Context: an optimization exercise on an open-source flow, tuned for small area, a short achievable clock period and few clock cycles per item. The choices shown serve that exercise and are no tape-out recipe.
In this exercise RTL edits were held to simulation tests only and were not proved equivalent to the original.
Power is estimated from default activity; no workload was simulated.

===== design/flow/config.mk =====
export PLATFORM = sky130hd
export DESIGN_NAME = cm_top
export DESIGN_NICKNAME = cm_top
export VERILOG_FILES = /design/flow/design.v
export SDC_FILE = /design/flow/constraint.sdc
export NUM_CORES = 4
export LEC_CHECK = 0
export CAP_MARGIN = 20
export CORE_MARGIN = 2
export CORE_UTILIZATION = 40
export PLACE_DENSITY = 0.6
export SETUP_SLACK_MARGIN = 2.6
export SLEW_MARGIN = 20

===== design/flow/constraint.sdc =====
create_clock -name core_clock -period 5.0 [get_ports {clk}]
set_input_delay 1.0000 -clock core_clock [delete_from_list [all_inputs] [get_ports {clk}]]
set_output_delay 1.0000 -clock core_clock [all_outputs]
set_load 0.01 [all_outputs]

===== design/flow/design.v =====
`timescale 1ns/100ps
`default_nettype none
module cm_top #(
    parameter logic [31:0] RF_BADDR = 32'd0      
) (
    input  wire         clk,
    input  wire         rst_n,
    input  wire  [31:0] rf_addr,
    input  wire         rf_wr,
    input  wire  [31:0] rf_cfg,
    output logic [31:0] rf_sts,
    output logic        mem_ce,
    output logic        mem_we,
    output logic [31:0] mem_addr,
    output logic [7:0]  mem_wr_data,
    input  wire  [7:0]  mem_rd_data
);
    logic sel_op1, sel_op2, sel_res, sel_nop, sel_start, sel_sts;
    assign sel_op1   = rf_wr & (rf_addr == RF_BADDR + 32'd0);
    assign sel_op2   = rf_wr & (rf_addr == RF_BADDR + 32'd1);
    assign sel_res   = rf_wr & (rf_addr == RF_BADDR + 32'd2);
    assign sel_nop   = rf_wr & (rf_addr == RF_BADDR + 32'd3);
    assign sel_start = rf_wr & (rf_addr == RF_BADDR + 32'd4);
    assign sel_sts   = rf_wr & (rf_addr == RF_BADDR + 32'd5);
    logic        running;        
    logic        done_q;         
    logic [10:1] s;              
    logic        first;          
    logic        cv;             
    logic        last;           
    logic        rot;            
    logic        rz;             
    logic        ait;            
    logic        bit_q;          
    logic        b0;             
    logic [31:0] rd_cnt;         
    logic [31:0] nop_q;
    logic        go, pend, finish;
    logic        r_n, f_n, l_n;
    logic [10:1] s_n;
    assign go     = sel_start & rf_cfg[0] & ~running;
    assign pend   = s[10];                                     
    assign finish = last & s[10];
    always_comb begin
        r_n = running;
        f_n = first;
        l_n = last;
        s_n = 10'd1;
        if (!running) begin
            if (go) begin
                r_n = 1'b1;
                f_n = 1'b1;
                l_n = 1'b0;
            end
        end else if (finish) begin
            r_n = 1'b0;
        end else if (pend) begin
            f_n = 1'b0;
            l_n = rz;
        end else begin
            s_n = {s[9:1], 1'b0};
        end
    end
    always_ff @(posedge clk or negedge rst_n) begin
        if (!rst_n) begin
            running <= 1'b0;
            done_q  <= 1'b0;
            s       <= 10'd1;
            first   <= 1'b0;
            cv      <= 1'b0;
            last    <= 1'b0;
            rot     <= 1'b0;
            ait     <= 1'b0;
            bit_q   <= 1'b0;
            b0      <= 1'b0;
            mem_ce  <= 1'b0;
            mem_we  <= 1'b0;
        end else begin
            if (sel_sts)
                done_q <= 1'b0;
            else if (running && finish)
                done_q <= 1'b1;
            running <= r_n;
            first   <= f_n;
            last    <= l_n;
            s       <= s_n;
            if (!running)
                cv <= 1'b0;
            else if (pend)
                cv <= ~last;
            rot     <= running & (((s[1] | s[3]) & ~last) |
                                  (s[9] & (last | ~rz)));
            ait     <= running & (((s[5] | s[6] | s[7] | s[8] | s[9]) & ~last) |
                                  ((s[10] & ~last) | ((s[1] | s[2]) & cv)));
            bit_q   <= ait;
            b0      <= running & ((s[6] & ~last) | (s[10] & ~last));
            mem_ce  <= r_n & ((|s_n[4:1]) ? ~l_n : ~f_n);
            mem_we  <= ~(|s_n[4:1]);
        end
    end
    always_ff @(posedge clk) begin
        if (sel_nop)
            nop_q <= rf_cfg;
        if (!running)
            rd_cnt <= 32'd0;
        else if (s[1] && !last)
            rd_cnt <= rd_cnt + 32'd1;
        rz <= (rd_cnt == nop_q);
    end
    assign rf_sts = {31'd0, done_q};
    logic [31:0] b_p, c_p, inc;
    assign inc = mem_addr + {31'd0, mem_ce};
    always_ff @(posedge clk or negedge rst_n) begin
        if (!rst_n) begin
            mem_addr <= 32'd0;
            b_p      <= 32'd0;
            c_p      <= 32'd0;
        end else begin
            if (sel_op1)
                mem_addr <= rf_cfg;
            else if (rot)
                mem_addr <= b_p;
            else
                mem_addr <= inc;
            if (sel_op2)
                b_p <= rf_cfg;
            else if (rot)
                b_p <= c_p;
            if (sel_res)
                c_p <= rf_cfg;
            else if (rot)
                c_p <= inc;
        end
    end
    logic [7:0] s_q, x1, y1, x2r, y2r, x2n, y2n;
    assign x2n = s[4] ? {mem_rd_data[5:0], mem_rd_data[7:6]} : {x2r[1:0], x2r[7:2]};
    assign y2n = s[5] ? mem_rd_data : {y2r[1:0], y2r[7:2]};
    always_ff @(posedge clk) begin
        s_q <= mem_rd_data;                                       
        if (s[3]) begin
            x1 <= s_q;
            y1 <= mem_rd_data;
        end
        x2r <= x2n;
        y2r <= y2n;
    end
    function automatic logic [2:0] bdec(input logic [2:0] w);
        bdec = {w[2],
                (w[2] & ~w[1] & ~w[0]) | (~w[2] & w[1] & w[0]),
                w[1] ^ w[0]};
    endfunction
    function automatic logic [11:0] bterm(input logic [7:0] m, input logic [2:0] d, input logic inv);
        logic        neg;
        logic [10:0] mag;
        neg = d[2] ^ inv;
        mag = d[0] ? {{3{m[7]}}, m} : (d[1] ? {{2{m[7]}}, m, 1'b0} : 11'd0);
        bterm = {neg, mag ^ {11{neg}}};
    endfunction
    logic       m0, phx;
    logic [2:0] wdx, wdy, d1, d2;
    assign m0  = s[5] | s[9];                        
    assign phx = s[5] | s[6] | s[7] | s[8];          
    assign wdx = bdec({x2n[1:0], x2n[7] & ~m0});
    assign wdy = bdec({y2n[1:0], y2n[7] & ~m0});
    always_ff @(posedge clk) begin
        d1 <= phx ? wdx : wdy;
        d2 <= phx ? {~wdy[2], wdy[1:0]} : wdx;
    end
    logic [11:0] ta, tb;
    logic [10:0] ab;
    logic        cb;
    assign ta = bterm(x1, d1, 1'b0);
    assign tb = bterm(y1, d2, 1'b0);
    always_ff @(posedge clk) begin
        ab <= ta[10:0] + tb[10:0] + {10'd0, ta[11]};
        cb <= tb[11];
    end
    logic [8:0]  pa, hx;
    logic [7:0]  la, hlx, lan;
    logic [10:0] t;
    assign t   = (b0 ? 11'd0 : {{2{pa[8]}}, pa}) + ab + {10'd0, cb};
    assign lan = bit_q ? {t[1:0], la[7:2]} : la;
    always_ff @(posedge clk) begin
        if (bit_q) begin
            pa <= t[10:2];
            la <= lan;
        end
        if (s[1] && cv) begin
            hx  <= pa;
            hlx <= la;
        end
    end
    always_ff @(posedge clk) begin
        if (s[4])
            mem_wr_data <= lan;
        else if (s[5])
            mem_wr_data <= pa[7:0];
        else if (s[6])
            mem_wr_data <= {8{pa[8]}};
        else if (s[7])
            mem_wr_data <= hlx;
        else if (s[8])
            mem_wr_data <= hx[7:0];
        else if (s[9])
            mem_wr_data <= {8{hx[8]}};
    end
endmodule
`default_nettype wire

===== design/flow/flow/run.sh =====
#!/bin/bash
# Standard layout, with plain buffers (instead of delay buffers) on the ports
# and a clock tree without dummy loads.
export BUFFER_PORTS_ARGS="-buffer_cell sky130_fd_sc_hd__buf_2"
export CTS_ARGS="-sink_clustering_enable -repair_clock_nets -dont_use_dummy_load"
bash standard.sh > standard.log 2>&1

===== design/flow/standard.sh =====
#!/bin/bash
# synth_recipe.tcl (not shown) runs the flow's synth.tcl, then flattens the netlist and writes it again
# the make line also repeats each setting of config.mk as NAME=value (left out here)
make -C /OpenROAD-flow-scripts/flow DESIGN_CONFIG=/design/flow/config.mk WORK_HOME=/design/flow/orfs CLKGATE_MAP_FILE= SYNTH_SCRIPT=/design/flow/synth_recipe.tcl "${@:-finish}"

==> flow_metrics.tcl, run 1 <==
set metrics [dict create \
    initial_core_util 0.4092 \
    synthAdderAreaFrac 0.02319 \
    cts_tree "built" \
    clk_latency_ns 0.56 \
    synth-main-ff-cell "dfrtp_1" \
    crit_path_max_fanout 2 \
    dr.pass1.iters 7 \
    grt_pass1_vias 9020 \
    gr-usage-all-layers 0.1751 \
    yosys_warnings 1 \
    dpl.hpwl_um 21590 \
    totalWireLength_um 31950 \
    synth_mux_area_frac 0.07489 \
    hold_class "reg -> reg" \
    portBuffers 117 \
    critical_path_class "reg -> reg" \
    async_reset_ff_frac 0.4149 \
    num_io_pins 149 \
    layout-drive-gt1-share 0.2020 \
    achievable-frequency_ghz 0.4072 \
    synth-edff-count 90 \
    max-vdd-ir-drop_mv 0.2559 \
    diodes 0 \
    htreeDepth 1 \
    grt-ovfl-total 0 \
    die_width_um 186.9 \
    synthCells 1250 \
    fin_crit_ns 2.456 \
    finalMaxSlewViolations 0 \
    postRouteAntennaNets 0 \
    fin_nets 1481 \
    area_delta_synth_final_pct 16.70 \
    final_hold_viol_count 0 \
    setup_viol 0 \
    fin_hold_ws_ns 0.3473 \
    cts.sinks 282 \
    clockBufferDepth 3 \
    num_vias 9474 \
    path_cells "nand2b_4, fa_2, inv_2, fa_2, a21oi_2, nor2b_2, o31a_1, or4_4, and3_4, a211oi_2" \
    fin_crit_sh 0.4912 \
    ys_seq_area_frac 0.5331 \
    synth-simple-area-share 0.1545 \
    p_leak_nw 6.183 \
    cpPeakStageDelay_ns 0.44 \
    core_sq_mm 0.03270 \
    crit_buf_inv 1 \
    drtIter0Drc 644 \
    drcViolationCount 0 \
    grt_pass1_wl_um 49800 \
    die-area_sq_mm 0.03493 \
    skew_ns 0.02891 \
    synth_compound_gate_area_share 0.09537 \
    synthXorXnorAreaFrac 0.07789 \
    synth_top_family_by_area "simple AND/OR/NAND/NOR gates" \
    rsz0062_at_grt "yes" \
    slew_headroom 0.3995 \
    cp_common_cell "fa_2" \
    power_density_mw_per_mm2 279.4 \
    setup-tns-final_ns 0 \
    cts.clk_slew.worst_paths_ns 0.06 \
    drv_cap 0 \
    path_delay_family "simple AND/OR/NAND/NOR gates" \
    r2r_slack_ns 2.54 \
    cts_buffers 31 \
    worstMarginPinSlew_ns 0.8994 \
    num_rows 66 \
    avgSynthCellArea_sq_um 10.71 \
    yosys_register_bits 282 \
    wire_per_inst_um 17.53 \
    num-fill-cells 3036 \
    required_ns 5.38 \
    grt_max_degree 65 \
    synth_area_sq_mm 0.01338 \
    antenna_found_initial 0 \
    gp_congestion 0.8058 \
    cts_hold_buf 0 \
    vias_per_cell 5.197 \
    worstSetupStartpointType "register" \
    clock-root-buffer "clkbuf_16" \
    outcome "no timing/DRC/antenna violations" \
    cp.arrival_ns 2.83 \
    endpoint_kind "register" \
    yosysUniqueCellTypes 62 \
    slowest_stage "or4_4" \
    die_y_um 186.9 \
]
-- power by group --
part / leakage [nW] / switching, W / internal, W
sequential: 2.55 / 0.000000846 / 0.00237
clock: 0.382 / 0.000821 / 0.00108
combinational: 3.25 / 0.0000687 / 0.0000254
total: 6.18 / 0.000890 / 0.00347
-- metrics by stage --
step	cell area, sq um	cells	total power, W	util	setup slack, ns
after floorplan	13600	1280	0.002451	-	2.421
after detailed placement	14350	1762	0.002513	0.4388	1.625
after CTS	15280	1802	0.004415	0.4674	2.526
final	15620	1823	0.004363	0.4775	2.544
after global placement	14350	1762	0.002513	0.4388	1.664
after global routing	15620	1823	0.004507	0.4775	2.464
-- flip-flops by register name, indices dropped and copies added (netlist names), 9 cells and up --
register / flops
ab: 11
b_p: 32
c_p: 32
hx: 9
mem_addr: 32
nop_q: 32
pa: 9
rd_cnt: 32
s: 10
-- worst reg2reg max path, delay by kind of cell (launching register included) --
family	cells	cell delay, ns
fa+ha+maj	2	0.55
simple gates	4	0.76
flops	1	0.42
buf+inv	1	0.04
compound gates	3	0.53
-- metal layers --
layer	vias up	wire, um	global-route usage
met5	-	0	0
met4	0	747	0.04182
met3	52	1321	0.02139
met2	212	14550	0.2805
met1	4608	15330	0.2531
li1	4602	-	-
-- layout by cell type, fill, tap and decap left out, types with 11 or more instances in the layout --
| master | synthesis | final |
|---|---|---|
| buf_2 | 5 | 116 |
| dfrtp_1 | 116 | 113 |
| nand2_1 | 114 | 112 |
| nor2_1 | 97 | 95 |
| edfxtp_1 | 90 | 90 |
| mux2i_1 | 72 | 72 |
| dfxtp_1 | 75 | 71 |
| xor2_1 | 60 | 59 |
| xnor2_1 | 59 | 58 |
| o21ai_0 | 60 | 57 |
| a21oi_1 | 59 | 56 |
| and2_1 | 37 | 37 |
| buf_4 | 35 | 36 |
| clkbuf_16 | 0 | 33 |
| conb_1 | 1 | 31 |
| nand3_1 | 28 | 28 |
| nand4_1 | 21 | 21 |
| mux2_2 | 25 | 21 |
| ha_1 | 20 | 20 |
| inv_1 | 19 | 18 |
| nor2b_1 | 23 | 15 |
| nor3_1 | 16 | 15 |
| nor4_1 | 21 | 15 |
| and3_1 | 14 | 12 |
| a22oi_1 | 14 | 11 |
| o221ai_1 | 11 | 11 |
-- final timing paths --
check	end	cells past startpoint	start
max in group asynchronous	b_p[28]	2	rst_n
worst max register to register	pa[8]	10	pa[0]
worst max-delay path	pa[8]	10	pa[0]
worst min-delay path	bit_q	0	ait
worst min register to register	bit_q	0	ait
min in group asynchronous	mem_addr[20]	1	rst_n
-- layout make-up --
cell class / instances / area [sq um] / share of cell area
inverters: 21 / 78.83 / 0.005048
flip-flops and latches: 282 / 7147 / 0.4577
multi-input cells: 889 / 6106 / 0.3910
repair buffers: 158 / 955.9 / 0.06121
clock buffers: 31 / 775.7 / 0.04968
well taps: 442 / 553.0 / 0.03541
-- Yosys cell counts, types with 16 or more instances --
cell,number,share of area
dfrtp_1,116,0.22
nand2_1,114,0.032
nor2_1,97,0.027
edfxtp_1,90,0.20
dfxtp_1,75,0.11
mux2i_1,72,0.054
o21ai_0,60,0.022
xor2_1,60,0.039
a21oi_1,59,0.022
xnor2_1,59,0.039
clkbuf_1,47,0.013
and2_1,37,0.017
buf_4,35,0.020
nand3_1,28,0.010
mux2_2,25,0.021
nor2b_1,23,0.011
nand4_1,21,0.0098
nor4_1,21,0.0098
ha_1,20,0.019
inv_1,19,0.0053
nor3_1,16,0.0060
-- repair_timing --
action	4_1_cts	5_1_grt
cloned	0	3
pin swaps	4	12
setup buffers	9	18
endpoints found under the setup margin	124	136
gates resized for setup	25	33
hold endpoints to repair	0	0
-- kinds of logic after synthesis --
| kind of cell | count (synthesis) |
|---|---|
| AO/OA/AOI/OAI | 206 |
| flip-flops | 282 |
| other | 1 |
| XOR/XNOR | 119 |
| buffers and inverters | 109 |
| multiplexers | 97 |
| adder cells (fa/ha/maj) | 23 |
| AND/OR/NAND/NOR | 413 |
Testbench counts, summed over its fixed seeds: cycles 15,449, ops 1,445.
==> inputs of run 2 (changes only) <==
--- a/design/flow/config.mk
+++ b/design/flow/config.mk
@@ -11,3 +11,3 @@
 export PLACE_DENSITY = 0.6
-export SETUP_SLACK_MARGIN = 2.6
+export SETUP_SLACK_MARGIN = 2.35
 export SLEW_MARGIN = 20
==> run 2 against run 1 <==
Net effect:
- largest power group unchanged
- via count down 1.5%
- worst setup slack worse by 0.12 ns
- routed wire length down 2.9%
- synthesized area unchanged
- critical path type is now in -> reg
- still clean on timing, DRC and antenna
- cell count down 0.93%
- combinational power down 2.3%
- critical path depth down 3
==> flow_metrics.tcl, run 2 <==
set metrics [dict create \
    fin_cells 1806 \
    yosysUniqueCellTypes 62 \
    clockBufferDepth 3 \
    final_common_cell "buf_2" \
    finalMaxSlewViolations 0 \
    die-area_sq_mm 0.03493 \
    initial_core_util 0.4092 \
    yosys_register_bits 282 \
    num_io_pins 149 \
    critical_path_class "in -> reg" \
    cts.clk_slew.worst_paths_ns 0.05 \
    totalWireLength_um 31020 \
    synth_top_area_share 0.2169 \
    r2r-end "pa[8]" \
    achievable-frequency_ghz 0.3886 \
    antenna_found_initial 0 \
    ff2ff_path_depth 10 \
    avgSynthCellArea_sq_um 10.71 \
    async_reset_ff_frac 0.4149 \
    diodes 0 \
    synth.most_common_cell "dfrtp_1" \
    gp_congestion 0.8655 \
    rsz0062_at_grt "yes" \
    worstMarginPinSlew_ns 1.033 \
    cts_hold_buf 0 \
    area_delta_synth_final_pct 14.39 \
    setup-tns-final_ns 0 \
    fin_crit_sh 0.5147 \
    num-fill-cells 3026 \
    netlist_top_cells_count "dfrtp_1 (116), nand2_1 (114), nor2_1 (97)" \
    synth-edff-count 90 \
    synthCells 1250 \
    skew_ns 0.03177 \
    max-vdd-ir-drop_mv 0.2101 \
    p_sw_w 0.0009088 \
    mostFrequentLayoutCells "buf_2 (116), dfrtp_1 (114), nand2_1 (113)" \
    ys_top_cells_by_area "dfrtp_1 (22%), edfxtp_1 (20%), dfxtp_1 (11%), mux2i_1 (5.4%), xor2_1 (3.9%)" \
    intPower_w 0.003589 \
    num_rows 66 \
    hold-path-cell-count 0 \
    final_hold_viol_count 0 \
    dpl.hpwl_um 21510 \
    gr-usage-all-layers 0.1761 \
    htreeDepth 2 \
    power_frac_seq 0.528 \
    endpoint_kind "register" \
    required_ns 5.38 \
    setup_viol 0 \
    worstSetupStartpointType "input pin" \
    synth_area_sq_mm 0.01338 \
    cts.sinks 282 \
    p_leak_nw 6.015 \
    vias_per_cell 5.169 \
    hold_class "reg -> reg" \
    grt-ovfl-total 0 \
    fin_crit_ns 2.573 \
    drv_cap 0 \
    ys_seq_area_frac 0.5331 \
    portBuffers 117 \
    worstReg2RegStart "b0" \
    grt_pass1_vias 9124 \
    pwr-share-clk 0.452 \
    clk_latency_ns 0.50 \
    r2r_slack_ns 2.47 \
    dr.pass1.iters 5 \
    drtIter0Drc 577 \
    yosysTopAreaCell "dfrtp_1" \
    outcome "no timing/DRC/antenna violations" \
    p_comb_frac 0.020 \
    layout-drive-gt1-share 0.1730 \
    dpl.cell_count 1760 \
    core_sq_mm 0.03270 \
    p_sw_frac 0.2021 \
    die_width_um 186.9 \
    num_vias 9336 \
    crit_path_max_fanout 15 \
    min_to "bit_q" \
    cts_tree "built" \
    drcViolationCount 0 \
    die_y_um 186.9 \
    cts_buffers 34 \
    yosys_warnings 1 \
    cp.arrival_ns 2.96 \
    postRouteAntennaNets 0 \
    wire_per_inst_um 17.18 \
    grt_max_degree 61 \
    slew_headroom 0.3115 \
    min_from "ait" \
    grt_pass1_wl_um 49740 \
    fin_nets 1464 \
    synth-main-ff-cell "dfrtp_1" \
    clock-root-buffer "clkbuf_16" \
    power_density_mw_per_mm2 293.8 \
]
run 2: power groups by stage:
stage	Sequential (W)	Clock [W]	Combinational, W
after floorplan	0.00242	0	0.0000310
after CTS	0.00237	0.00208	0.0000922
after detailed placement	0.00242	0	0.0000914
after global routing	0.00237	0.00218	0.000101
after global placement	0.00242	0	0.0000908
final	0.00237	0.00203	0.0000919
run 2: layout make-up:
class | instances | area [sq um] | area share
Clock buffer | 34 | 850.8 | 0.05558
Inverter | 21 | 78.83 | 0.005150
Multi-Input combinational cell | 890 | 5939 | 0.3880
Sequential cell | 282 | 7139 | 0.4664
Tap cell | 442 | 553.0 | 0.03613
Timing Repair Buffer | 137 | 745.7 | 0.04872
run 2: critical path, cell delays in order:
cell	delay (ns)
buf_2	0.10
nor4_1	0.30
nand4_1	0.26
nor2_1	0.27
nand3_2	0.41
and3_1	0.35
a221o_1	0.25
run 2: worst max path at each step:
stage,from,endpoint,slack (ns),cells past startpoint
after global placement,rf_addr[24],mem_addr[12],1.59,7
after detailed placement,rf_addr[24],mem_addr[14],1.47,7
after global routing,d1[0],ab[10],2.29,11
after floorplan,rf_addr[24],mem_addr[18],2.36,6
after CTS,b0,pa[8],2.35,10
final,rf_addr[29],c_p[20],2.43,7
run 2: stage by stage:
step	area (sq um)	worst slack, ns	total power (W)	hold WS [ns]	util
global route	15310	2.292	0.004655	0.3494	0.4681
global placement	14250	1.589	0.002509	0.3344	0.4358
detailed placement	14250	1.472	0.002510	0.3372	0.4358
finish	15310	2.427	0.004498	0.3475	0.4681
CTS	15200	2.351	0.004550	0.3492	0.4647
floorplan	13500	2.361	0.002450	0.3258	-
run 2: routing by layer:
| metal | GRT usage | vias to the layer above | part of all wire |
|---|---|---|---|
| met5 | 0 | - | 0 |
| met4 | 0.05220 | 0 | 0.021 |
| met3 | 0.02739 | 45 | 0.049 |
| met2 | 0.2735 | 231 | 0.45 |
| met1 | 0.2542 | 4485 | 0.48 |
| li1 | - | 4575 | - |
run 2: logic make-up after synthesis:
group	Yosys count	synth area share
xor+xnor	119	0.07789
simple gates	413	0.1545
buf+inv	109	0.04086
flops	282	0.5331
compound gates	206	0.09537
fa+ha+maj	23	0.02319
mux	97	0.07489
other cells	1	0.0002802
run 2: timing repair:
item                                    in CTS  in global routing
resized for setup                           12                 17
gates cloned                                 1                  0
pin swaps                                    1                  4
setup buffers                                5                  6
endpoints found under the setup margin      91                 90
==> inputs of run 3 (changes only) <==
--- a/design/flow/config.mk
+++ b/design/flow/config.mk
@@ -11,3 +11,3 @@
 export PLACE_DENSITY = 0.6
-export SETUP_SLACK_MARGIN = 2.35
+export SETUP_SLACK_MARGIN = 2.52
 export SLEW_MARGIN = 20
==> run 3 against run 2 <==
Net effect:
- still clean
- synthesized area unchanged
- register-to-register slack gained 0.05 ns
- worst hold slack better by 0.012 ns
- critical path depth increased by 3
- sequential share of layout area decreased by 0.66 points
- cell count grew 0.66%
- design area is 1.6% higher
- non-clock buffer count grew 15
- highest routed layer unchanged
==> flow_metrics.tcl, run 3 <==
set metrics [dict create \
    htreeDepth 1 \
    cts_buffers 31 \
    cts.clk_slew.worst_paths_ns 0.05 \
    p_sw_w 0.0008824 \
    ys_seq_area_frac 0.5331 \
    yosysTopAreaCell "dfrtp_1" \
    cts.sinks 282 \
    final_common_cell "buf_2" \
    cp.arrival_ns 2.84 \
    antenna_found_initial 1 \
    fin_crit_ns 2.476 \
    gp_congestion 0.8231 \
    grt-ovfl-total 0 \
    initial_core_util 0.4092 \
    yosysUniqueCellTypes 62 \
    synth_top_area_share 0.2169 \
    yosys_warnings 1 \
    synth-simple-area-share 0.1545 \
    wire_per_inst_um 17.37 \
    synthAdderAreaFrac 0.02319 \
    die_width_um 186.9 \
    synth.most_common_cell "dfrtp_1" \
    power_density_mw_per_mm2 280.1 \
    num-fill-cells 3079 \
    portBuffers 117 \
    crit_path_max_fanout 2 \
    core_sq_mm 0.03270 \
    vias_per_cell 5.174 \
    worstSetupStartpointType "register" \
    synth_compound_gate_area_share 0.09537 \
    worstMarginPinSlew_ns 0.9255 \
    clk_latency_ns 0.56 \
    die-area_sq_mm 0.03493 \
    final_hold_viol_count 0 \
    ys_top_cells_by_area "dfrtp_1 (22%), edfxtp_1 (20%), dfxtp_1 (11%), mux2i_1 (5.4%), xor2_1 (3.9%)" \
    mostFrequentLayoutCells "buf_2 (116), dfrtp_1 (113), nand2_1 (112)" \
    fin_crit_sh 0.4952 \
    dpl.hpwl_um 21840 \
    slew_headroom 0.3821 \
    achievable-frequency_ghz 0.4039 \
    slowest_stage "or4_4" \
    postRouteAntennaNets 0 \
    num_io_pins 149 \
    totalWireLength_um 31570 \
    cts_tree "built" \
    outcome "no timing/DRC/antenna violations" \
    multi_input_area_sq_mm 0.006075 \
    fin_nets 1475 \
    layout-drive-gt1-share 0.1949 \
    fin_area_sq_mm 0.01555 \
    p_sw_frac 0.2026 \
    p_comb_frac 0.022 \
    grt_pass1_wl_um 49990 \
    yosys_register_bits 282 \
    setup_viol 0 \
    synth_top_family_by_area "simple AND/OR/NAND/NOR gates" \
    endpoint_kind "register" \
    grt_pass1_vias 9184 \
    die_y_um 186.9 \
    num_vias 9406 \
    synthXorXnorAreaFrac 0.07789 \
    num_rows 66 \
    critical_path_class "reg -> reg" \
    netlist_top_cells_count "dfrtp_1 (116), nand2_1 (114), nor2_1 (97)" \
    p_leak_nw 6.093 \
    path_delay_family "simple AND/OR/NAND/NOR gates" \
    setup-tns-final_ns 0 \
    drtIter0Drc 553 \
    synth-edff-count 90 \
    pwr-share-clk 0.433 \
    placed_area_sq_mm 0.01432 \
    cpPeakStageDelay_ns 0.44 \
    area_delta_synth_final_pct 16.18 \
    power_frac_seq 0.545 \
    clockBufferDepth 3 \
    drv_cap 0 \
    async_reset_ff_frac 0.4149 \
    synth_area_sq_mm 0.01338 \
    clock-root-buffer "clkbuf_16" \
    grt_max_degree 65 \
    rsz0062_at_grt "yes" \
    intPower_w 0.003473 \
    hold_class "reg -> reg" \
    max-vdd-ir-drop_mv 0.2597 \
    required_ns 5.36 \
    skew_ns 0.04100 \
    avgSynthCellArea_sq_um 10.71 \
    crit_buf_inv 1 \
    gr-usage-all-layers 0.1762 \
    synthCells 1250 \
    synth_mux_area_frac 0.07489 \
    dr.pass1.iters 5 \
    seq_area_sq_mm 0.007148 \
    cp_common_cell "fa_2" \
    synth-main-ff-cell "dfrtp_1" \
    drcViolationCount 0 \
    path_cells "nand2b_4, fa_2, inv_2, fa_2, a21oi_2, nor2b_1, o31a_1, or4_4, and3_4, a211oi_2" \
    finalMaxSlewViolations 0 \
]
-- run 3: cell counts after synthesis --
No cell type changed its count.
-- run 3: repair_timing --
item,in CTS,in global routing
pin swaps,6,14
buffers inserted,10,15
hold buffers,0,0
cloned,0,1
endpoints found under the setup margin,75,36
gates resized for setup,29,28
-- run 3: final cells by class --
cell class                      instances  share of cell area
Antenna cell                            1           0.0001610
Tap cell                              442             0.03557
Sequential cell                       282              0.4598
Clock buffer                           31             0.04990
Multi-Input combinational cell        889              0.3907
Timing Repair Buffer                  152             0.05875
Inverter                               21            0.005070
-- run 3: power by group through the flow --
stage | combinational, W | sequential (W) | clock [W]
after floorplan | 0.0000323 | 0.00242 | 0
after global placement | 0.0000957 | 0.00242 | 0
after detailed placement | 0.0000967 | 0.00242 | 0
after CTS | 0.0000974 | 0.00237 | 0.00194
after global routing | 0.000106 | 0.00237 | 0.00204
final | 0.0000968 | 0.00237 | 0.00189
-- run 3: logic make-up (layout without fill, tap and decap cells) --
family,Yosys count,count (layout)
multiplexers,97,97
AND/OR/NAND/NOR,413,413
other,1,32
AO/OA/AOI/OAI,206,206
flip-flops,282,282
buffers and inverters,109,204
adder cells (fa/ha/maj),23,23
XOR/XNOR,119,119
-- run 3: path summary, 6_finish.rpt --
kind                           endpoint   from  cells past startpoint  slack [ns]
max in group asynchronous            b0  rst_n                      2        3.46
min reg2reg                       bit_q    ait                      0        0.36
min in group asynchronous  mem_addr[21]  rst_n                      1        0.48
max                               pa[8]     b0                     10        2.52
max reg2reg                       pa[8]     b0                     10        2.52
min                               bit_q    ait                      0        0.36
-- run 3: through the flow --
step | setup WS [ns] | total power [W] | instances | util | hold WS [ns]
final | 2.524 | 0.004355 | 1818 | 0.4754 | 0.3591
after global routing | 2.453 | 0.004512 | 1818 | 0.4754 | 0.3729
after CTS | 2.507 | 0.004409 | 1801 | 0.4674 | 0.3629
after detailed placement | 1.571 | 0.002516 | 1760 | 0.4380 | 0.3503
after global placement | 1.646 | 0.002514 | 1760 | 0.4380 | 0.3328
after floorplan | 2.421 | 0.002451 | 1280 | - | 0.3258
-- run 3: metal layers --
metal | global-route usage | share of wire | routed length (um) | vias to the layer above
met5 | 0 | 0 | 0 | -
met4 | 0.05342 | 0.029 | 924 | 0
met3 | 0.02495 | 0.041 | 1291 | 50
met2 | 0.2774 | 0.45 | 14300 | 181
met1 | 0.2524 | 0.48 | 15060 | 4579
li1 | - | - | - | 4596
==> inputs of run 4 (changes only) <==
--- a/design/flow/config.mk
+++ b/design/flow/config.mk
@@ -9,5 +9,5 @@
 export CORE_MARGIN = 2
-export CORE_UTILIZATION = 40
+export CORE_UTILIZATION = 35
 export PLACE_DENSITY = 0.6
-export SETUP_SLACK_MARGIN = 2.52
+export SETUP_SLACK_MARGIN = 2.45
 export SLEW_MARGIN = 20
==> run 4 against run 3 <==
Net effect:
- highest routed layer is now met5
- first-iteration DRC count down 2.0%
- global-route usage down 1.7 points
- cell count grew 3.0%
- total power is 3.7% higher
- core utilization down 6.4 points
- synthesized area unchanged
- clock power increased by 8%
- still clean
==> flow_metrics.tcl, run 4 <==
set metrics [dict create \
    yosys_warnings 1 \
    p_leak_nw 6.029 \
    ys_seq_area_frac 0.5331 \
    synth_mux_area_frac 0.07489 \
    synth_compound_gate_area_share 0.09537 \
    drcViolationCount 0 \
    synth_top_area_share 0.2169 \
    num_io_pins 149 \
    avgSynthCellArea_sq_um 10.71 \
    drtIter0Drc 542 \
    dr.pass1.iters 5 \
    cp.arrival_ns 2.86 \
    clockBufferDepth 3 \
    htreeDepth 2 \
    ys_top_cells_by_area "dfrtp_1 (22%), edfxtp_1 (20%), dfxtp_1 (11%), mux2i_1 (5.4%), xor2_1 (3.9%)" \
    synthXorXnorAreaFrac 0.07789 \
    cts.sinks 282 \
    core_sq_mm 0.03767 \
    final_hold_viol_count 0 \
    layout-drive-gt1-share 0.1785 \
    crit_path_max_fanout 2 \
    slew_headroom 0.3708 \
    fin_area_sq_mm 0.01550 \
    required_ns 5.34 \
    gp_congestion 0.8403 \
    cts_buffers 34 \
    ff2ff_path_depth 10 \
    worstSetupStartpointType "register" \
    skew_ns 0.02910 \
    synth-main-ff-cell "dfrtp_1" \
    slowest_stage "or4_4" \
    gr-usage-all-layers 0.1591 \
    worstSetupEndpoint "pa[8]" \
    num_rows 71 \
    synthAdderAreaFrac 0.02319 \
    synthCells 1250 \
    placed_area_sq_mm 0.01442 \
    fin_util 0.4115 \
    grt-ovfl-total 0 \
    max-vdd-ir-drop_mv 0.2538 \
    power_density_mw_per_mm2 291.5 \
    path_cells "nand2b_1, fa_1, inv_1, fa_2, a21oi_2, nor2b_1, o31a_1, or4_4, and3_1, a211oi_2" \
    finalMaxSlewViolations 0 \
    synth-edff-count 90 \
    fin_hold_ws_ns 0.2924 \
    worstMarginPinSlew_ns 0.9438 \
    netlist_top_cells_count "dfrtp_1 (116), nand2_1 (114), nor2_1 (97)" \
    vias_per_cell 4.982 \
    worstReg2RegStart "b0" \
    wire_per_inst_um 16.84 \
    cts.clk_slew.worst_paths_ns 0.06 \
    outcome "no timing/DRC/antenna violations" \
    die_width_um 199.5 \
    final_common_cell "buf_2" \
    synth-simple-area-share 0.1545 \
    die_y_um 199.5 \
    fin_crit_sh 0.5048 \
    die-area_sq_mm 0.03981 \
    clk_latency_ns 0.52 \
    power_w 0.004518 \
    fin_crit_ns 2.524 \
    portBuffers 117 \
    yosys_register_bits 282 \
    cts_tree "built" \
    endpoint_kind "register" \
    synth_top_family_by_area "simple AND/OR/NAND/NOR gates" \
    critPathLaunch "b0" \
    grt_max_degree 114 \
    r2r_slack_ns 2.48 \
    achievable-frequency_ghz 0.3962 \
    synth.most_common_cell "dfrtp_1" \
    hold_class "in -> async" \
    clock-root-buffer "clkbuf_16" \
    dpl.hpwl_um 21650 \
    area_delta_synth_final_pct 15.83 \
    cpPeakStageDelay_ns 0.45 \
    synth_area_sq_mm 0.01338 \
    grt_pass1_vias 9047 \
    drv_cap 0 \
    r2r-end "pa[8]" \
    grt_pass1_wl_um 49560 \
    num_vias 9327 \
    totalWireLength_um 31530 \
    rsz0062_at_grt "yes" \
    antenna_found_initial 1 \
    critical_path_class "reg -> reg" \
    initial_core_util 0.3553 \
    setup_viol 0 \
    fin_nets 1461 \
    diodes 0 \
    yosysUniqueCellTypes 62 \
    postRouteAntennaNets 0 \
    mostFrequentLayoutCells "buf_2 (116), dfrtp_1 (114), nand2_1 (112)" \
    yosysTopAreaCell "dfrtp_1" \
    setup-tns-final_ns 0 \
    async_reset_ff_frac 0.4149 \
]
[run 4: cell count changes in the layout (fill, tap and decap cells not counted), sizes merged]
cell    delta
clkbuf     +3
buf       -17
diode      -1
[run 4: repair_timing]
action / in CTS / in global routing
resized for setup: 20 / 22
cloned: 0 / 1
endpoints found under the setup margin: 75 / 142
buffers inserted: 2 / 5
hold buffers: 0 / 0
pin swaps: 1 / 5
[run 4: through the flow]
stage          std cells  worst slack, ns
3_3_place_gp        1830            1.775
4_1_cts             1866            2.427
3_5_place_dp        1830            1.727
6_report            1872            2.476
5_1_grt             1872            2.365
2_1_floorplan       1280            2.421
[run 4: per-layer routing]
metal  track usage  vias to the layer above  wire length [um]
met3       0.02886                       45              1334
met2        0.2512                      187             14540
met5             0                        -                 7
met1        0.2236                     4526             15030
met4       0.04417                        2               620
li1              -                     4567                 -
[run 4: how the worst min path moves through the flow]
stage                     startpoint  endpoint  slack [ns]  cells past startpoint
after floorplan                d2[2]        cb        0.33                      0
after global placement           ait     bit_q        0.33                      0
after detailed placement         ait     bit_q        0.34                      0
after CTS                      rst_n      s[5]        0.28                      1
after global routing           rst_n      s[5]        0.28                      1
final                          rst_n       ait        0.29                      1
[run 4: logic make-up after synthesis]
| logic type | after synthesis |
|---|---|
| adders and majority gates | 23 |
| buffers and inverters | 109 |
| xor gates and xnor gates | 119 |
| AOI/OAI and AO/OA | 206 |
| muxes | 97 |
| and+or+nand+nor | 413 |
| DFF | 282 |
| other | 1 |
[run 4: worst max-delay path: cells and delay by family (launching register included)]
kind,cells,cell delay (ns)
flops,1,0.39
buf+inv,1,0.06
compound gates,3,0.55
fa+ha+maj,2,0.54
simple gates,4,0.83
[run 4: layout make-up]
class	instances	area, sq um
inverters	21	78.83
flip-flops and latches	282	7142
clock buffers	34	850.8
fillers	3646	22170
multi-input cells	889	6023
repair buffers	135	765.7
well taps	511	639.4
[run 4: power by group]
group | total [W] | switching, W | internal [W]
Clock | 0.00205 | 0.000857 | 0.00119
Combinational | 0.0000958 | 0.0000697 | 0.0000261
Sequential | 0.00237 | 0.000000713 | 0.00237
Total | 0.00452 | 0.000927 | 0.00359
==> inputs of run 5 (changes only) <==
--- a/design/flow/config.mk
+++ b/design/flow/config.mk
@@ -9,4 +9,4 @@
 export CORE_MARGIN = 2
-export CORE_UTILIZATION = 35
-export PLACE_DENSITY = 0.6
+export CORE_UTILIZATION = 40
+export PLACE_DENSITY = 0.55
 export SETUP_SLACK_MARGIN = 2.45
==> run 5 against run 4 <==
Net effect:
- design area is 0.83% lower
- flip-flop and latch count unchanged
- clock skew decreased by 0.014 ns
- cell count is 3.4% lower
- worst hold slack improved by 0.055 ns
- non-clock buffer count up 8
==> flow_metrics.tcl, run 5 <==
set metrics [dict create \
    gp_congestion 0.8117 \
    area_delta_synth_final_pct 14.87 \
    worstMarginPinSlew_ns 0.9485 \
    setup_viol 0 \
    clockBufferDepth 3 \
    intPower_w 0.003473 \
    diodes 0 \
    rsz0062_at_grt "yes" \
    async_reset_ff_frac 0.4149 \
    layout-drive-gt1-share 0.1807 \
    grt-ovfl-total 0 \
    yosys_register_bits 282 \
    die_y_um 186.9 \
    die_width_um 186.9 \
    skew_ns 0.01554 \
    finalMaxSlewViolations 0 \
    clock-root-buffer "clkbuf_16" \
    synth.most_common_cell "dfrtp_1" \
    yosysUniqueCellTypes 62 \
    mostFrequentLayoutCells "buf_2 (116), dfrtp_1 (114), nand2_1 (113)" \
    outcome "no timing/DRC/antenna violations" \
    initial_core_util 0.4092 \
    synth-main-ff-cell "dfrtp_1" \
    fin_crit_sh 0.4976 \
    grt_pass1_vias 8977 \
    num_rows 66 \
    drcViolationCount 0 \
    vias_per_cell 5.181 \
    p_sw_w 0.0008996 \
    synthCells 1250 \
    power_frac_seq 0.543 \
    place_worst_setup_slack_ns 1.557 \
    required_ns 5.18 \
    dpl.cell_count 1762 \
    crit_path_max_fanout 32 \
    cp.arrival_ns 2.67 \
    p_leak_nw 6.024 \
    totalWireLength_um 32180 \
    clk_latency_ns 0.55 \
    hold_class "reg -> reg" \
    fin_util 0.4700 \
    fin_nets 1467 \
    yosysTopAreaCell "dfrtp_1" \
    grt_max_degree 55 \
    worstSetupStartpointType "input pin" \
    max-vdd-ir-drop_mv 0.2242 \
    synth-edff-count 90 \
    dpl.hpwl_um 22480 \
    gr-usage-all-layers 0.1812 \
    pwr-share-clk 0.435 \
    synth_top_area_share 0.2169 \
    avgSynthCellArea_sq_um 10.71 \
    fin_cells 1809 \
    cts.sinks 282 \
    power_density_mw_per_mm2 284.5 \
    final_hold_viol_count 0 \
    portBuffers 117 \
    antenna_found_initial 0 \
    ys_top_cells_by_area "dfrtp_1 (22%), edfxtp_1 (20%), dfxtp_1 (11%), mux2i_1 (5.4%), xor2_1 (3.9%)" \
    cts.clk_slew.worst_paths_ns 0.06 \
    power_w 0.004373 \
    setup-tns-final_ns 0 \
    htreeDepth 1 \
    postRouteAntennaNets 0 \
    drtIter0Drc 692 \
    yosys_warnings 1 \
    synth_area_sq_mm 0.01338 \
    wire_per_inst_um 17.79 \
    p_comb_frac 0.022 \
    final_common_cell "buf_2" \
    core_sq_mm 0.03270 \
    critical_path_class "in -> reg" \
    grt_pass1_wl_um 51000 \
    num_io_pins 149 \
    layout_setup_ws_ns 2.512 \
    endpoint_kind "register" \
    ys_seq_area_frac 0.5331 \
    netlist_top_cells_count "dfrtp_1 (116), nand2_1 (114), nor2_1 (97)" \
    drv_cap 0 \
    slew_headroom 0.3677 \
    cts_hold_buf 0 \
    cts_tree "built" \
    num_vias 9373 \
    achievable-frequency_ghz 0.4019 \
    fin_crit_ns 2.488 \
    die-area_sq_mm 0.03493 \
    p_sw_frac 0.2057 \
    cts_buffers 31 \
    dr.pass1.iters 5 \
]
run 5: cell count changes in the layout (fill, tap and decap cells not counted), sizes merged:
cell	before	now
and3	14	15
buf	134	143
clkbuf	35	31
run 5: timing repair:
item | CTS | global route
gates resized for setup | 17 | 18
pin swaps | 1 | 6
endpoints found under the setup margin | 109 | 101
buffers inserted | 5 | 10
cloned | 0 | 1
run 5: kinds of logic (layout without fill, tap and decap cells):
family                   count (synthesis)  after routing  synth area share
AND/OR/NAND/NOR                        413            414            0.1545
adder cells (fa/ha/maj)                 23             23           0.02319
XOR/XNOR                               119            119           0.07789
multiplexers                            97             97           0.07489
flip-flops                             282            282            0.5331
AO/OA/AOI/OAI                          206            206           0.09537
buffers and inverters                  109            195           0.04086
other                                    1             31         0.0002802
run 5: critical path, stage by stage:
cell and delay, ns:
buf_2 0.11, nor4_4 0.26, nand4_1 0.30, nor2_2 0.34, and4b_4 0.64
run 5: layout make-up:
class                   instances  area (sq um)
fillers                      3064         17330
flip-flops and latches        282          7142
multi-input cells             890          6013
repair buffers                143         808.3
clock buffers                  31         775.7
well taps                     442         553.0
inverters                      21         78.83
run 5: metrics by stage:
step	hold WS, ns	area, sq um
detailed placement	0.3347	14350
CTS	0.3477	15230
finish	0.3470	15370
floorplan	0.3258	13560
global route	0.3705	15370
global placement	0.3326	14350
run 5: final timing paths:
kind | start | endpoint | slack (ns) | cells past startpoint
max | rf_addr[3] | nop_q[31] | 2.51 | 5
min | ait | bit_q | 0.35 | 0
min in group asynchronous | rst_n | c_p[22] | 0.51 | 1
max reg2reg | pa[0] | pa[8] | 2.53 | 10
min reg2reg | ait | bit_q | 0.35 | 0
max in group asynchronous | rst_n | rot | 3.46 | 2
run 5: layer usage:
metal	routed length (um)	GRT usage	vias to the layer above	share of wire
met1	15680	0.2692	4544	0.49
li1	-	-	4571	-
met3	1414	0.02364	40	0.044
met4	593	0.03968	0	0.018
met2	14490	0.2824	218	0.45
met5	0	0	-	0
run 5: power groups by stage:
stage                logic, W  clock network, W  registers, W
finish              0.0000959           0.00190       0.00237
global route         0.000106           0.00204       0.00237
CTS                 0.0000966           0.00196       0.00237
detailed placement  0.0000961                 0       0.00242
global placement    0.0000958                 0       0.00242
floorplan           0.0000322                 0       0.00242
==> inputs of run 6 (changes only) <==
--- a/design/flow/config.mk
+++ b/design/flow/config.mk
@@ -10,3 +10,3 @@
 export CORE_UTILIZATION = 40
-export PLACE_DENSITY = 0.55
+export PLACE_DENSITY = 0.65
 export SETUP_SLACK_MARGIN = 2.45
==> run 6 against run 5 <==
Net effect:
- still clean
- global-route usage shrank 0.95 points
- critical path depth grew 5
- via count up 1.3%
- core utilization down 0.23 points
- total power decreased by 0.24%
- combinational power fell by 1%
- worst setup slack worse by 0.0052 ns
==> flow_metrics.tcl, run 6 <==
set metrics [dict create \
    outcome "no timing/DRC/antenna violations" \
    max-vdd-ir-drop_mv 0.2498 \
    grt_pass1_vias 9277 \
    rsz0062_at_grt "yes" \
    r2r_slack_ns 2.51 \
    required_ns 5.37 \
    power_density_mw_per_mm2 285.2 \
    cts.sinks 282 \
    crit_path_max_fanout 3 \
    ys_seq_area_frac 0.5331 \
    wire_per_inst_um 17.11 \
    fin_nets 1461 \
    finalMaxSlewViolations 0 \
    clk_latency_ns 0.56 \
    synth_top_area_share 0.2169 \
    die-area_sq_mm 0.03493 \
    avgSynthCellArea_sq_um 10.71 \
    yosys_register_bits 282 \
    drcViolationCount 0 \
    yosysTopAreaCell "dfrtp_1" \
    core_sq_mm 0.03270 \
    die_width_um 186.9 \
    mostFrequentLayoutCells "buf_2 (116), dfrtp_1 (114), nand2_1 (113)" \
    gr-usage-all-layers 0.1717 \
    synth_mux_area_frac 0.07489 \
    p_comb_frac 0.022 \
    dr.pass1.iters 5 \
    hold_class "reg -> reg" \
    setup_viol 0 \
    postRouteAntennaNets 0 \
    worstMarginPinSlew_ns 1.029 \
    cts.clk_slew.worst_paths_ns 0.06 \
    synth-simple-area-share 0.1545 \
    num-fill-cells 3070 \
    fin_crit_ns 2.493 \
    fin_util 0.4677 \
    yosysUniqueCellTypes 62 \
    synthCells 1250 \
    synth.most_common_cell "dfrtp_1" \
    dpl.hpwl_um 21750 \
    critPathLaunch "b0" \
    synth_compound_gate_area_share 0.09537 \
    p_sw_frac 0.2039 \
    cts_hold_buf 0 \
    synthAdderAreaFrac 0.02319 \
    critical_path_class "reg -> reg" \
    layout-drive-gt1-share 0.1741 \
    gp_congestion 0.8287 \
    netlist_top_cells_count "dfrtp_1 (116), nand2_1 (114), nor2_1 (97)" \
    worstSetupEndpoint "pa[8]" \
    setup-tns-final_ns 0 \
    grt_pass1_wl_um 49200 \
    synth_top_family_by_area "simple AND/OR/NAND/NOR gates" \
    ff2ff_path_depth 10 \
    antenna_found_initial 4 \
    achievable-frequency_ghz 0.4011 \
    synth-main-ff-cell "dfrtp_1" \
    endpoint_kind "register" \
    power_frac_seq 0.544 \
    place_worst_setup_slack_ns 1.465 \
    drtIter0Drc 624 \
    grt-ovfl-total 0 \
    htreeDepth 1 \
    final_common_cell "buf_2" \
    p_leak_nw 5.991 \
    cts_buffers 31 \
    vias_per_cell 5.260 \
    fin_crit_sh 0.4987 \
    drv_cap 0 \
    portBuffers 117 \
    clock-root-buffer "clkbuf_16" \
    intPower_w 0.003473 \
    synthXorXnorAreaFrac 0.07789 \
    final_hold_viol_count 0 \
    synth-edff-count 90 \
    num_rows 66 \
    ys_top_cells_by_area "dfrtp_1 (22%), edfxtp_1 (20%), dfxtp_1 (11%), mux2i_1 (5.4%), xor2_1 (3.9%)" \
    num_io_pins 149 \
    skew_ns 0.04001 \
    yosys_warnings 1 \
    layout_setup_ws_ns 2.507 \
    worstReg2RegStart "b0" \
    pwr-share-clk 0.434 \
    worstSetupStartpointType "register" \
    clockBufferDepth 3 \
    async_reset_ff_frac 0.4149 \
    die_y_um 186.9 \
    grt_max_degree 65 \
    synth_area_sq_mm 0.01338 \
    cp.arrival_ns 2.86 \
    initial_core_util 0.4092 \
    num_vias 9495 \
    totalWireLength_um 30890 \
    area_delta_synth_final_pct 14.30 \
    p_sw_w 0.0008895 \
    r2r-end "pa[8]" \
    slew_headroom 0.3142 \
    cts_tree "built" \
]
[run 6: cell types whose count changed in the layout (fill, tap and decap cells not counted), moves of 2 or more]
cell,previous run,this run
o21ai_1,9,6
buf_12,2,0
o21ai_0,57,60
buf_4,25,22
diode_2,0,2
[run 6: worst min path at each step]
stage,to,slack [ns],cells past startpoint,from
final,bit_q,0.35,0,ait
after global routing,bit_q,0.37,0,ait
after floorplan,cb,0.33,0,d2[2]
after CTS,bit_q,0.35,0,ait
after global placement,bit_q,0.33,0,ait
after detailed placement,bit_q,0.34,0,ait
[run 6: layout make-up]
cell class | instances | area (sq um) | area share
sequential | 282 | 7142 | 0.4669
multi-input combinational | 889 | 5995 | 0.3919
timing repair buffer | 138 | 745.7 | 0.04876
clock buffer | 31 | 775.7 | 0.05072
antenna | 2 | 5.005 | 0.0003272
tap | 442 | 553.0 | 0.03616
inverter | 21 | 78.83 | 0.005154
[run 6: power by group through the flow]
| stage | clock [W] | sequential, W | combinational [W] |
|---|---|---|---|
| 3_5_place_dp | 0 | 0.00242 | 0.0000945 |
| 5_1_grt | 0.00202 | 0.00237 | 0.000104 |
| 3_3_place_gp | 0 | 0.00242 | 0.0000939 |
| 2_1_floorplan | 0 | 0.00242 | 0.0000322 |
| 4_1_cts | 0.00193 | 0.00237 | 0.0000947 |
| 6_report | 0.00189 | 0.00237 | 0.0000946 |
[run 6: routing by layer]
layer  wire [um]  track usage
met5          13            0
met4         695      0.05342
met3        1629      0.02664
met2       14540       0.2780
met1       14010       0.2375
[run 6: critical path: stages, from the launching register on]
cell	delay, ns
dfrtp_2	0.40
nand2b_4	0.14
fa_1	0.18
inv_1	0.05
fa_2	0.36
a21oi_2	0.13
nor2b_1	0.06
o31a_1	0.26
or4_4	0.43
and3_1	0.17
a211oi_1	0.16
[run 6: kinds of logic (layout without fill, tap and decap cells)]
logic type	count (synthesis)	count (layout)
and+or+nand+nor	413	413
DFF	282	282
AOI/OAI and AO/OA	206	206
xor gates and xnor gates	119	119
buffers and inverters	109	190
muxes	97	97
adders and majority gates	23	23
other	1	33
[run 6: stage by stage]
stage	area [sq um]	power, W	std cells	hold slack [ns]
floorplan	13560	0.002451	1280	0.3258
global placement	14330	0.002512	1762	0.3327
detailed placement	14330	0.002513	1762	0.3379
CTS	15190	0.004402	1796	0.3512
global route	15290	0.004498	1804	0.3650
finish	15290	0.004362	1805	0.3487
[run 6: what timing repair did]
action | in CTS | in global routing
gates resized for setup | 19 | 10
pin swaps | 0 | 5
gates cloned | 0 | 0
setup buffers | 3 | 7
setup endpoints to repair | 66 | 64
==> inputs of run 7 (changes only) <==
--- a/design/flow/config.mk
+++ b/design/flow/config.mk
@@ -10,3 +10,3 @@
 export CORE_UTILIZATION = 40
-export PLACE_DENSITY = 0.65
+export PLACE_DENSITY = 0.6
 export SETUP_SLACK_MARGIN = 2.45
==> run 7 against run 6 <==
Net effect:
- combinational power rose by 2.1%
- register-to-register slack improved by 0.04 ns
- fmax rose by 1.0%
- via count fell by 1.2%
- die area did not move
- sequential power barely moved
- largest power group unchanged
==> flow_metrics.tcl, run 7 <==
set metrics [dict create \
    outcome "no timing/DRC/antenna violations" \
    hold-path-cell-count 0 \
    cts_buffers 30 \
    num_rows 66 \
    dr.pass1.iters 5 \
    totalWireLength_um 31050 \
    grt_pass1_vias 8890 \
    p_sw_frac 0.2051 \
    finalMaxSlewViolations 0 \
    synth-edff-count 90 \
    ff2ff_path_depth 10 \
    synth_top_area_share 0.2169 \
    fin_nets 1471 \
    fin_cells 1813 \
    setup_viol 0 \
    num_io_pins 149 \
    cts_hold_buf 0 \
    diodes 0 \
    cts_tree "built" \
    synthAdderAreaFrac 0.02319 \
    min_from "ait" \
    p_sw_w 0.0008881 \
    achievable-frequency_ghz 0.4051 \
    worstReg2RegStart "b0" \
    initial_core_util 0.4092 \
    r2r-end "pa[8]" \
    dpl.cell_count 1762 \
    ys_seq_area_frac 0.5331 \
    critical_path_class "in -> reg" \
    clk_latency_ns 0.55 \
    setup-tns-final_ns 0 \
    clockBufferDepth 3 \
    cts.sinks 282 \
    ys_top_cells_by_area "dfrtp_1 (22%), edfxtp_1 (20%), dfxtp_1 (11%), mux2i_1 (5.4%), xor2_1 (3.9%)" \
    htreeDepth 1 \
    cp.arrival_ns 2.88 \
    required_ns 5.41 \
    synthXorXnorAreaFrac 0.07789 \
    final_common_cell "buf_2" \
    dpl.hpwl_um 21590 \
    gr-usage-all-layers 0.1729 \
    grt-ovfl-total 0 \
    cts.clk_slew.worst_paths_ns 0.06 \
    wire_per_inst_um 17.12 \
    synth_compound_gate_area_share 0.09537 \
    portBuffers 117 \
    mostFrequentLayoutCells "buf_2 (116), dfrtp_1 (114), nand2_1 (113)" \
    layout-drive-gt1-share 0.1838 \
    synth-main-ff-cell "dfrtp_1" \
    die_y_um 186.9 \
    intPower_w 0.003441 \
    synth_area_sq_mm 0.01338 \
    fin_crit_sh 0.4937 \
    power_density_mw_per_mm2 281.6 \
    clock-root-buffer "clkbuf_16" \
    slew_headroom 0.3881 \
    fin_hold_ws_ns 0.3472 \
    vias_per_cell 5.177 \
    power_frac_seq 0.548 \
    drtIter0Drc 600 \
    core_sq_mm 0.03270 \
    skew_ns 0.02945 \
    yosysUniqueCellTypes 62 \
    yosys_warnings 1 \
    endpoint_kind "register" \
    num_vias 9385 \
    max-vdd-ir-drop_mv 0.2346 \
    worstMarginPinSlew_ns 0.9179 \
    avgSynthCellArea_sq_um 10.71 \
    postRouteAntennaNets 0 \
    area_delta_synth_final_pct 14.88 \
    yosysTopAreaCell "dfrtp_1" \
    hold_class "reg -> reg" \
    min_to "bit_q" \
    rsz0062_at_grt "yes" \
    final_hold_viol_count 0 \
    r2r_slack_ns 2.55 \
    pwr-share-clk 0.430 \
    async_reset_ff_frac 0.4149 \
    antenna_found_initial 0 \
    yosys_register_bits 282 \
    synth_mux_area_frac 0.07489 \
    gp_congestion 0.8248 \
    grt_max_degree 78 \
    netlist_top_cells_count "dfrtp_1 (116), nand2_1 (114), nor2_1 (97)" \
    p_comb_frac 0.022 \
    synth.most_common_cell "dfrtp_1" \
    worstSetupStartpointType "input pin" \
    drv_cap 0 \
    synth_top_family_by_area "simple AND/OR/NAND/NOR gates" \
    synthCells 1250 \
    p_leak_nw 6.036 \
    drcViolationCount 0 \
    synth-simple-area-share 0.1545 \
    die_width_um 186.9 \
    crit_path_max_fanout 14 \
    fin_crit_ns 2.468 \
    die-area_sq_mm 0.03493 \
    grt_pass1_wl_um 49040 \
]
-- run 7: cell counts after synthesis --
Identical to the previous run, type by type.
-- run 7: worst max path at each step --
| stage | slack, ns | cells after the start | start | to |
|---|---|---|---|---|
| 3_3_place_gp | 1.46 | 7 | rf_addr[24] | mem_addr[3] |
| 6_report | 2.53 | 8 | rf_addr[3] | mem_addr[29] |
| 5_1_grt | 2.41 | 11 | d2[0] | ab[9] |
| 2_1_floorplan | 2.42 | 6 | rf_addr[21] | mem_addr[18] |
| 3_5_place_dp | 1.36 | 7 | rf_addr[3] | mem_addr[4] |
| 4_1_cts | 2.45 | 7 | rf_addr[3] | mem_addr[18] |
-- run 7: power by group through the flow --
stage | Sequential [W] | Clock, W | Combinational (W)
6_report | 0.00237 | 0.00186 | 0.0000966
4_1_cts | 0.00237 | 0.00192 | 0.0000965
2_1_floorplan | 0.00242 | 0 | 0.0000322
3_5_place_dp | 0.00242 | 0 | 0.0000959
3_3_place_gp | 0.00242 | 0 | 0.0000947
5_1_grt | 0.00237 | 0.00200 | 0.000106
-- run 7: kinds of logic after synthesis --
group	Yosys count
AND/OR/NAND/NOR	413
flip-flops	282
AO/OA/AOI/OAI	206
XOR/XNOR	119
buffers and inverters	109
multiplexers	97
adder cells (fa/ha/maj)	23
other	1
-- run 7: stage by stage --
stage	power, W	setup WS, ns	utilization	cell area [sq um]
after floorplan	0.002451	2.421	-	13560
after detailed placement	0.002515	1.357	0.4382	14330
after global placement	0.002513	1.461	0.4382	14330
after CTS	0.004385	2.452	0.4650	15210
after global routing	0.004474	2.415	0.4701	15370
final	0.004329	2.532	0.4701	15370
-- run 7: timing repair --
action	4_1_cts	5_1_grt
resized for setup	19	17
gates cloned	0	1
pin swaps	1	9
setup endpoints to repair	112	65
setup buffers	8	12
-- run 7: layout make-up --
| cell class | count | area (sq um) |
|---|---|---|
| well taps | 442 | 553.0 |
| flip-flops and latches | 282 | 7142 |
| clock buffers | 30 | 750.7 |
| repair buffers | 148 | 837.1 |
| inverters | 21 | 78.83 |
| fillers | 3061 | 17330 |
| multi-input cells | 890 | 6011 |
-- run 7: routing by layer --
| metal | share of wire | wire [um] | up-vias | GRT usage |
|---|---|---|---|---|
| li1 | - | - | 4584 | - |
| met1 | 0.48 | 14840 | 4553 | 0.2491 |
| met3 | 0.042 | 1290 | 42 | 0.02120 |
| met5 | 0 | 0 | - | 0 |
| met4 | 0.021 | 637 | 0 | 0.04548 |
| met2 | 0.46 | 14280 | 206 | 0.2762 |
-- run 7: worst max-delay path, cell delays in order --
cell and delay, ns:
buf_2 0.11, nor4_4 0.26, nand4_1 0.12, buf_4 0.18
nor3_4 0.28, nor3b_4 0.32, buf_4 0.27, mux2_4 0.32
==> inputs of run 8 (changes only) <==
==> design/flow/flow/run.sh (replaced) <==
#!/bin/bash
# Standard layout, with plain buffers (instead of delay buffers) on the ports
# and a clock tree of small buffers without dummy loads.
export BUFFER_PORTS_ARGS="-buffer_cell sky130_fd_sc_hd__buf_2"
export CTS_ARGS="-sink_clustering_enable -repair_clock_nets -dont_use_dummy_load -buf_list {sky130_fd_sc_hd__clkbuf_4 sky130_fd_sc_hd__clkbuf_8}"
bash standard.sh > standard.log 2>&1
==> run 8 against run 7 <==
Net effect:
- still clean on timing, DRC and antenna
- design area is 0.54% lower
- sequential share of layout area rose by 0.25 points
- worst setup slack gained 0.0093 ns
==> flow_metrics.tcl, run 8 <==
set metrics [dict create \
    synth_area_sq_mm 0.01338 \
    final_common_cell "buf_2" \
    cp.arrival_ns 2.86 \
    dpl.cell_count 1762 \
    crit_path_max_fanout 14 \
    seq_area_sq_mm 0.007142 \
    critical_path_class "in -> reg" \
    num_rows 66 \
    portBuffers 117 \
    cts_tree "built" \
    power_density_mw_per_mm2 271.7 \
    vias_per_cell 5.147 \
    setup-tns-final_ns 0 \
    synthCells 1250 \
    clock-root-buffer "clkbuf_8" \
    dpl.hpwl_um 21590 \
    synth_top_area_share 0.2169 \
    gp_congestion 0.8248 \
    wl_met3_um 1315 \
    postRouteAntennaNets 0 \
    die-area_sq_mm 0.03493 \
    synth.most_common_cell "dfrtp_1" \
    required_ns 5.40 \
    area_delta_synth_final_pct 14.26 \
    max-vdd-ir-drop_mv 0.1714 \
    num_vias 9435 \
    wl_met1_um 14870 \
    dr.pass1.iters 5 \
    cts.sinks 282 \
    drtIter0Drc 584 \
    grt-ovfl-total 0 \
    core_sq_mm 0.03270 \
    cp_common_cell "buf_4" \
    drv_cap 0 \
    num-fill-cells 3093 \
    setup_viol 0 \
    slew_headroom 0.3842 \
    grt_pass1_wl_um 49120 \
    yosysTopAreaCell "dfrtp_1" \
    path_delay_family "simple AND/OR/NAND/NOR gates" \
    cts.clk_slew.worst_paths_ns 0.06 \
    cpPeakStageDelay_ns 0.32 \
    gr-usage-all-layers 0.1741 \
    async_reset_ff_frac 0.4149 \
    die_width_um 186.9 \
    drcViolationCount 0 \
    avgSynthCellArea_sq_um 10.71 \
    clk_latency_ns 0.56 \
    clockBufferDepth 3 \
    endpoint_kind "register" \
    fin_cells 1833 \
    multi_input_area_sq_mm 0.006010 \
    skew_ns 0.05367 \
    ys_seq_area_frac 0.5331 \
    maxUsedRoutingLayer "met4" \
    cts_buffers 49 \
    yosys_register_bits 282 \
    worstMarginPinSlew_ns 0.9237 \
    fin_crit_sh 0.4918 \
    antenna_found_initial 0 \
    diodes 0 \
    hold_class "reg -> reg" \
    netlist_top_cells_count "dfrtp_1 (116), nand2_1 (114), nor2_1 (97)" \
    initial_core_util 0.4092 \
    ys_top_cells_by_area "dfrtp_1 (22%), edfxtp_1 (20%), dfxtp_1 (11%), mux2i_1 (5.4%), xor2_1 (3.9%)" \
    achievable-frequency_ghz 0.4067 \
    wl_met2_um 14270 \
    mostFrequentLayoutCells "buf_2 (116), dfrtp_1 (114), nand2_1 (112)" \
    crit_buf_inv 3 \
    htreeDepth 2 \
    fin_crit_ns 2.459 \
    finalMaxSlewViolations 0 \
    final_hold_viol_count 0 \
    num_io_pins 149 \
    wire_per_inst_um 17.01 \
    outcome "no timing/DRC/antenna violations" \
    rsz0062_at_grt "yes" \
    synth-edff-count 90 \
    slowest_stage "mux2_4" \
    grt_pass1_vias 9040 \
    yosys_warnings 1 \
    layout-drive-gt1-share 0.1955 \
    die_y_um 186.9 \
    fin_nets 1491 \
    worstSetupStartpointType "input pin" \
    grt_max_degree 78 \
    synth-main-ff-cell "dfrtp_1" \
    path_cells "buf_2, nor4_4, nand4_1, buf_4, nor3_4, nor3b_4, buf_4, mux2_4" \
    yosysUniqueCellTypes 62 \
    p_leak_nw 6.021 \
    totalWireLength_um 31190 \
]
[run 8: cell counts after synthesis]
Identical to the previous run, type by type.
[run 8: per-stage QoR]
stage	utilization	total power [W]	hold slack, ns	setup WS, ns	instance area (sq um)
after floorplan	-	0.002451	0.3258	2.421	13560
after global placement	0.4382	0.002513	0.3329	1.461	14330
after detailed placement	0.4382	0.002515	0.3356	1.357	14330
after CTS	0.4625	0.004209	0.3483	2.387	15120
after global routing	0.4676	0.004302	0.3583	2.425	15290
final	0.4676	0.004155	0.3456	2.541	15290
[run 8: cell type report]
cell class | count | share of cell area
Sequential cell | 282 | 0.4671
Inverter | 21 | 0.005155
Clock buffer | 49 | 0.04411
Tap cell | 442 | 0.03617
Multi-Input combinational cell | 890 | 0.3930
Timing Repair Buffer | 149 | 0.05442
[run 8: where the power goes]
group          switching [W]  internal (W)  total [W]
sequential       0.000000750       0.00237    0.00237
combinational      0.0000709     0.0000257  0.0000966
clock               0.000824      0.000860    0.00168
total               0.000896       0.00326    0.00415
[run 8: cells by family (layout without fill, tap and decap cells)]
group           after synthesis  in the layout  share of synthesized area
simple gates                413            414                     0.1545
buf+inv                     109            219                    0.04086
compound gates              206            206                    0.09537
other cells                   1             31                  0.0002802
xor+xnor                    119            119                    0.07789
flops                       282            282                     0.5331
fa+ha+maj                    23             23                    0.02319
mux                          97             97                    0.07489
[run 8: worst register-to-register path, delay by kind of cell, from the launching register on]
kind,cells,cell delay (ns)
simple gates,4,0.81
fa+ha+maj,2,0.54
compound gates,3,0.51
flops,1,0.40
buf+inv,1,0.05
[run 8: layer usage]
metal | global-route usage | up-vias
met5 | 0 | -
met1 | 0.2458 | 4561
met2 | 0.2734 | 207
li1 | - | 4616
met4 | 0.05800 | 0
met3 | 0.02777 | 51
[run 8: what timing repair did]
item / in CTS / in global routing
endpoints found under the hold margin: 0 / 0
gates resized for setup: 17 / 19
buffers inserted: 8 / 13
pin swaps: 0 / 9
endpoints found under the setup margin: 80 / 82
hold buffers: 0 / 0
cloned: 0 / 1
[run 8: path summary, 6_finish.rpt]
check,slack (ns),endpoint,start,depth (start not counted)
max,2.54,mem_addr[27],rf_addr[3],8
min,0.35,bit_q,ait,0
max reg2reg,2.56,pa[8],b0,10
min reg2reg,0.35,bit_q,ait,0
max in group asynchronous,3.66,c_p[8],rst_n,2
min in group asynchronous,0.48,b_p[22],rst_n,1

==> afterwards: timing with drivers on the ports <==
No port has a modelled driver above. Below, the same layouts with a new extraction and two added sets of constraints. Step 1 assumes that a clkbuf_16 drives the clock port and a buf_2 every other input. Step 2 adds t to the input delays and takes it off the output delays; t is the mean of the earliest and latest rising clock arrival at the registers after step 1. Input paths then give back, and output paths get back, about the clock's delay inside the block. a / b / c = ideal ports / drivers / drivers and shift; a / b = the first two.
| run | shift t [ns] | setup slack, ns | slew at the worst register clock pin (ns) | worst data-port slew with drivers (ns) |
|---|---|---|---|---|
| run 1 | 0.591 | 2.544 / 2.544 / 2.136 | 0.06 / 0.06 | 0.04 |
| run 2 | 0.536 | 2.427 / 2.457 / 1.921 | 0.06 / 0.06 | 0.05 |
| run 3 | 0.591 | 2.524 / 2.524 / 2.061 | 0.06 / 0.06 | 0.06 |
| run 4 | 0.564 | 2.476 / 2.476 / 2.013 | 0.06 / 0.06 | 0.09 |
| run 5 | 0.597 | 2.512 / 2.534 / 1.944 | 0.06 / 0.06 | 0.08 |
| run 6 | 0.590 | 2.507 / 2.507 / 2.017 | 0.06 / 0.06 | 0.09 |
| run 7 | 0.587 | 2.532 / 2.547 / 1.968 | 0.06 / 0.06 | 0.05 |
| run 8 | 0.584 | 2.541 / 2.559 / 1.981 | 0.06 / 0.06 | 0.05 |
After both steps every run listed still meets setup and hold. The setup slack of run 5, which loses most, moves by +0.022 ns with the drivers and by -0.568 ns with both steps.
